What follows belongs to an exercise in optimizing a design on an open flow for small area; a production flow would make more cautious choices.
Only simulation tests tie the RTL to the original design; equivalence was not proved.

==> flow/design.v <==
package alb_pkg;
    localparam int SAMPLE_W   = 10;     
    localparam int LEVEL_W    = 5;      
    localparam int CFG_W      = 4;      
    localparam int CFG_IDX_W  = 2;
    localparam int WINDOW_LEN = 10;
    localparam int SUM_W      = 14;     
endpackage
module alb_window (
    input  logic                          aclk,
    input  logic                          aresetn,
    input  logic                          upd,       
    input  logic [alb_pkg::SAMPLE_W-1:0]  in_sample,
    output logic [alb_pkg::SUM_W-1:0]     sum_m10
);
    localparam int N = alb_pkg::WINDOW_LEN;
    localparam int W = alb_pkg::SUM_W;
    logic [alb_pkg::SAMPLE_W-1:0] ent [N];    
    logic [3:0]                   cnt;        
    logic                         first;
    logic [W-1:0]                 op_b, op_c, csa_s, csa_c, sum_next;
    assign first = (cnt == 4'd0);
    assign op_b = first ? {3'b000, in_sample, 1'b0} : {4'b0000, in_sample};
    assign op_c = first ? {1'b0, in_sample, 3'b000} : ~{4'b0000, ent[N-1]};
    always_comb begin
        logic c;
        csa_s    = sum_m10 ^ op_b ^ op_c;
        csa_c    = {(sum_m10[W-2:0] & op_b[W-2:0]) | (sum_m10[W-2:0] & op_c[W-2:0]) | (op_b[W-2:0] & op_c[W-2:0]), !first};
        c        = 1'b0;
        for (int i = 0; i < W; i++) begin
            sum_next[i] = csa_s[i] ^ csa_c[i] ^ c;
            c           = (csa_s[i] & csa_c[i]) | (csa_s[i] & c) | (csa_c[i] & c);
        end
    end
    always_ff @(posedge aclk) begin
        if (upd) begin
            ent[0] <= in_sample;
            for (int i = 1; i < N - 1; i++) begin
                ent[i] <= ent[i-1];
            end
        end
        if (upd && (first || cnt == 4'(N))) begin
            ent[N-1] <= first ? in_sample : ent[N-2];
        end
    end
    always_ff @(posedge aclk) begin
        if (!aresetn) begin
            cnt     <= '0;
            sum_m10 <= 14'h3ff6;    
        end else if (upd) begin
            if (cnt != 4'(N)) begin
                cnt <= cnt + 4'd1;
            end
            sum_m10 <= sum_next;
        end
    end
endmodule
module alb_scale (
    input  logic                       aclk,
    input  logic                       aresetn,
    input  logic                       in_valid,
    output logic                       in_ready,
    input  logic [alb_pkg::SUM_W-1:0]  sum_m10,
    output logic                       out_valid,
    input  logic                       out_ready,
    input  logic [alb_pkg::CFG_W-1:0]  min_level,
    input  logic [alb_pkg::CFG_W-1:0]  max_level,
    output logic [alb_pkg::CFG_W-1:0]  target
);
    function automatic [4:0] div10_step(input [4:0] v);
        case (v)
            5'd10:   div10_step = {1'b1, 4'd0};
            5'd11:   div10_step = {1'b1, 4'd1};
            5'd12:   div10_step = {1'b1, 4'd2};
            5'd13:   div10_step = {1'b1, 4'd3};
            5'd14:   div10_step = {1'b1, 4'd4};
            5'd15:   div10_step = {1'b1, 4'd5};
            5'd16:   div10_step = {1'b1, 4'd6};
            5'd17:   div10_step = {1'b1, 4'd7};
            5'd18:   div10_step = {1'b1, 4'd8};
            5'd19:   div10_step = {1'b1, 4'd9};
            default: div10_step = {1'b0, v[3:0]};
        endcase
    endfunction
    function automatic [13:0] add14(input [13:0] a, input [13:0] b, input cin);
        logic c;
        c = cin;
        for (int i = 0; i < 14; i++) begin
            add14[i] = a[i] ^ b[i] ^ c;
            c        = (a[i] & b[i]) | (a[i] & c) | (b[i] & c);
        end
    endfunction
    logic        va_reg, vp_reg, adv;
    logic [9:0]  a, a_reg;
    logic [3:0]  d;
    logic        crossed;
    logic [13:0] p;
    logic [3:0]  p_hi_reg, p_lo_reg;
    logic        p_ones_reg;
    logic        c;
    assign adv      = !vp_reg || out_ready;
    assign in_ready = adv;
    always_comb begin
        logic [3:0] r;
        logic [4:0] o;
        r = sum_m10[13:10];
        for (int i = 9; i >= 0; i--) begin
            o    = div10_step({r, sum_m10[i]});
            a[i] = o[4];
            r    = o[3:0];
        end
    end
    always_comb begin
        logic b;
        b = 1'b0;
        for (int i = 0; i < 4; i++) begin
            d[i] = max_level[i] ^ min_level[i] ^ b;
            b    = (!max_level[i] & min_level[i]) | (!(max_level[i] ^ min_level[i]) & b);
        end
        crossed = b;
    end
    always_comb begin
        logic [13:0] acc;
        acc = d[0] ? 14'(a_reg) << 1 : 14'(a_reg);
        acc = add14(acc, d[1] ? 14'(a_reg) << 1 : 14'd0, 1'b0);
        acc = add14(acc, d[2] ? 14'(a_reg) << 2 : 14'd0, 1'b0);
        acc = add14(acc, d[3] ? 14'(a_reg) << 3 : 14'd0, 1'b0);
        p   = acc;
    end
    always_comb begin
        logic cc;
        cc = 1'b1;
        for (int i = 0; i < 4; i++) begin
            cc = (p_lo_reg[i] & p_hi_reg[i]) | (p_lo_reg[i] & cc) | (p_hi_reg[i] & cc);
        end
        c = cc & p_ones_reg;
    end
    always_comb begin
        logic cc;
        cc = !c;
        for (int i = 0; i < 4; i++) begin
            target[i] = max_level[i] ^ !p_hi_reg[i] ^ cc;
            cc        = (max_level[i] & !p_hi_reg[i]) | (max_level[i] & cc) | (!p_hi_reg[i] & cc);
        end
    end
    always_ff @(posedge aclk) begin
        if (!aresetn) begin
            va_reg <= 1'b0;
            vp_reg <= 1'b0;
        end else begin
            if (adv) begin
                va_reg <= in_valid;
                vp_reg <= va_reg;
            end
        end
    end
    always_ff @(posedge aclk) begin
        if (adv) begin
            a_reg <= crossed ? 10'h3ff : a;
        end
        if (adv) begin
            p_hi_reg   <= p[13:10];
            p_lo_reg   <= p[3:0];
            p_ones_reg <= &p[9:4];
        end
    end
    assign out_valid = vp_reg;
endmodule
module alb_level (
    input  logic [alb_pkg::CFG_W-1:0]  target,
    input  logic [alb_pkg::CFG_W-1:0]  level,
    output logic [alb_pkg::CFG_W-1:0]  level_next,
    output logic                       moved
);
    logic below;    
    always_comb begin
        logic b;
        b = 1'b0;
        for (int i = 0; i < 4; i++) begin
            b = (!target[i] & level[i]) | (!(target[i] ^ level[i]) & b);
        end
        below = b;
        moved = (target != level);
    end
    always_comb begin
        logic c;
        c = 1'b0;
        for (int i = 0; i < 4; i++) begin
            level_next[i] = level[i] ^ (i == 0 ? moved : below) ^ c;
            c             = (level[i] & (i == 0 ? moved : below)) | (level[i] & c) | ((i == 0 ? moved : below) & c);
        end
    end
endmodule
module ambient_light_brightness_tracker (
    input  logic                  aclk,
    input  logic                  aresetn,
    input  logic                  cfg_wr_en,
    input  logic [alb_pkg::CFG_IDX_W-1:0]  cfg_index,
    input  logic [alb_pkg::CFG_W-1:0]      cfg_wdata,
    input  logic                  s_valid,
    output logic                  s_ready,
    input  logic [alb_pkg::SAMPLE_W-1:0]   s_light_sample,
    output logic                  m_valid,
    input  logic                  m_ready,
    output logic signed [alb_pkg::LEVEL_W-1:0] m_level,
    output logic                  m_level_written,
    output logic signed [alb_pkg::LEVEL_W-1:0] m_target_level
);
    logic                        auto_enable;
    logic [alb_pkg::CFG_W-1:0]   manual_level, min_level, max_level;
    logic                        v1, r1, r2, upd;
    logic [alb_pkg::SUM_W-1:0]   sum_m10;
    logic [alb_pkg::CFG_W-1:0]   target, level_reg, level_next;
    logic                        moved;
    always_ff @(posedge aclk) begin
        if (!aresetn) begin
            auto_enable  <= 1'b1;
            manual_level <= 4'd8;
            min_level    <= 4'd0;
            max_level    <= 4'd15;
        end else if (cfg_wr_en) begin
            case (cfg_index)
                2'd0: auto_enable  <= cfg_wdata[0];
                2'd1: manual_level <= cfg_wdata;
                2'd2: min_level    <= cfg_wdata;
                2'd3: max_level    <= cfg_wdata;
                default: ;
            endcase
        end
    end
    assign r1      = r2;
    assign s_ready = r1;
    assign upd     = s_valid && r1 && auto_enable;
    alb_window u_window (
        .aclk      (aclk),
        .aresetn   (aresetn),
        .upd       (upd),
        .in_sample (s_light_sample),
        .sum_m10   (sum_m10)
    );
    alb_scale u_scale (
        .aclk      (aclk),
        .aresetn   (aresetn),
        .in_valid  (v1),
        .in_ready  (r2),
        .sum_m10   (sum_m10),
        .out_valid (m_valid),
        .out_ready (m_ready),
        .min_level (min_level),
        .max_level (max_level),
        .target    (target)
    );
    alb_level u_level (
        .target     (target),
        .level      (level_reg),
        .level_next (level_next),
        .moved      (moved)
    );
    always_ff @(posedge aclk) begin
        if (!aresetn) begin
            v1        <= 1'b0;
            level_reg <= '0;
        end else begin
            if (r1) begin
                v1 <= s_valid;
            end
            if (m_valid && m_ready && auto_enable) begin
                level_reg <= level_next;
            end
        end
    end
    assign m_level         = auto_enable ? {1'b0, level_next} : {1'b0, manual_level};
    assign m_level_written = auto_enable ? moved : 1'b1;
    assign m_target_level  = auto_enable ? {1'b0, target} : 5'd0;
endmodule
==> flow/config.mk <==
export PLATFORM = sky130hd
export DESIGN_NAME = ambient_light_brightness_tracker
export DESIGN_NICKNAME = ambient_light_brightness_tracker
export VERILOG_FILES = /design/flow/design.v
export SDC_FILE = /design/flow/constraint.sdc
export NUM_CORES = 4
export LEC_CHECK = 0
export ABC_AREA = 1
export CAP_MARGIN = 20
export CORE_MARGIN = 2
export CORE_UTILIZATION = 40
export CTS_BUF_LIST = sky130_fd_sc_hd__clkbuf_8
export PLACE_DENSITY = 0.55
export SLEW_MARGIN = 20
==> flow/constraint.sdc <==
create_clock -name core_clock -period 7.0 [get_ports {aclk}]
set_input_delay 1.4000 -clock core_clock [delete_from_list [all_inputs] [get_ports {aclk}]]
set_output_delay 1.4000 -clock core_clock [all_outputs]
set_load 0.01 [all_outputs]
standard.sh (not shown) runs the stock make flow with config.mk's settings and CLKGATE_MAP_FILE= SYNTH_SCRIPT=/design/flow/synth_recipe.tcl, a recipe that flattens the netlist after the stock synthesis.
==> flow/flow/run.sh <==
#!/bin/bash
# Standard layout, with three changes: ABC maps for area only (flow/abc_area.script
# replaces ORFS's abc_area.script in a copy of the ORFS scripts), the port
# buffers are the smallest buffer, and clock tree synthesis adds no dummy loads.
# Every tool's output goes to a log here.
set -euo pipefail
rm -rf scr
cp -r "$FLOW_HOME/scripts" scr
cp flow/abc_area.script scr/abc_area.script
bash standard.sh SCRIPTS_DIR="$PWD/scr" BUFFER_PORTS_ARGS="-buffer_cell sky130_fd_sc_hd__buf_1" \
    CTS_ARGS="-sink_clustering_enable -repair_clock_nets -buf_list sky130_fd_sc_hd__clkbuf_8 -dont_use_dummy_load" \
    > make_finish.log 2>&1
==> flow/flow/abc_area.script <==
strash
dch
map -a -B 0.9
mfs2
strash
dch
map -a -B 0.9
topo
Next try:
- CORE_UTILIZATION: 40 -> 45
- PLACE_DENSITY: 0.55 -> 0.6
After rerunning: The changed run completed with no timing, DRC or antenna violations. Via count decreases by 1.1%. Sequential cell count stays the same. Wire length falls by 0.65%. Worst hold slack is worse by 17 ps. Die area is lower by 11%. Cell area hardly moves. Register-to-register slack got worse by 70 ps. Setup slack loses 71 ps.
Next try:
--- a/flow/flow/run.sh
+++ b/flow/flow/run.sh
@@ -10 +10 @@
-bash standard.sh SCRIPTS_DIR="$PWD/scr" BUFFER_PORTS_ARGS="-buffer_cell sky130_fd_sc_hd__buf_1" \
+bash standard.sh SCRIPTS_DIR="$PWD/scr" BUFFER_PORTS_ARGS="-buffer_cell sky130_fd_sc_hd__buf_1" RECOVER_POWER=100 \
==> flow/flow/abc_area.script (replaced) <==
strash
dch
map -a -B 0.9
strash
dch
map -a -B 0.9
topo
- CORE_UTILIZATION: 45 -> 40
Now the flow completed and failed the layout checks on max-capacitance violations, max-slew violations; synthesized area goes up by 0.60%; cell count goes up by 6.1%; clock-buffer cell count is unchanged; die area goes up by 13%; first-iteration DRC count goes up by 5.1%; register-to-register slack gets better by 80 ps; maximum frequency goes up by 1.2%; routed wire length goes up by 1.6%; cell area goes up by 0.99%; setup slack gets better by 79 ps.
Next try:
--- a/flow/flow/run.sh
+++ b/flow/flow/run.sh
@@ -10 +10 @@
-bash standard.sh SCRIPTS_DIR="$PWD/scr" BUFFER_PORTS_ARGS="-buffer_cell sky130_fd_sc_hd__buf_1" RECOVER_POWER=100 \
+bash standard.sh SCRIPTS_DIR="$PWD/scr" BUFFER_PORTS_ARGS="-buffer_cell sky130_fd_sc_hd__buf_1" \
==> flow/flow/abc_area.script (replaced) <==
strash
dch
map -a -B 0.9
mfs2
strash
dch
map -a -B 0.9
topo
- CORE_UTILIZATION: 40 -> 35
=> The new run passed the timing, DRC and antenna checks. Routed wire length goes down by 3.0%. Synthesized cell count falls by about 2.2%. Via count went down by 1.4%. Maximum frequency grows by about 1%. Area after synthesis shrinks by about 0.6%.

==> separate check: timing with driven ports <==
The results above use ideal ports. As a check the final layouts listed here were re-extracted and re-timed, cells and wires unchanged.
Step 1 assumes that a clkbuf_16 drives the clock port and a buf_2 every other input.
Step 2 also shifts input and output timing later by t, the mid clock arrival at the registers, as if the neighbouring blocks saw the same clock.
Three values: ideal, step 1, step 2; two values: the first two.
run | t, ns | setup slack, ns | worst setup path after step 2 | worst register clock-pin slew, ns | pins driven straight from the clock port
the first run | 0.469 | 0.164 / 0.164 / -0.226 | input to register | 0.10 / 0.10 | 1
the second run | 0.460 | 0.093 / 0.093 / -0.157 | input to register | 0.08 / 0.08 | 1
the third run | 0.476 | 0.172 / 0.172 / -0.194 | input to register | 0.10 / 0.10 | 1
the fourth run | 0.472 | 0.241 / 0.241 / -0.176 | input to register | 0.09 / 0.09 | 1
For the fourth run, which loses most, drivers alone change the setup slack by 0.000 ns; drivers and shift together by -0.417 ns.
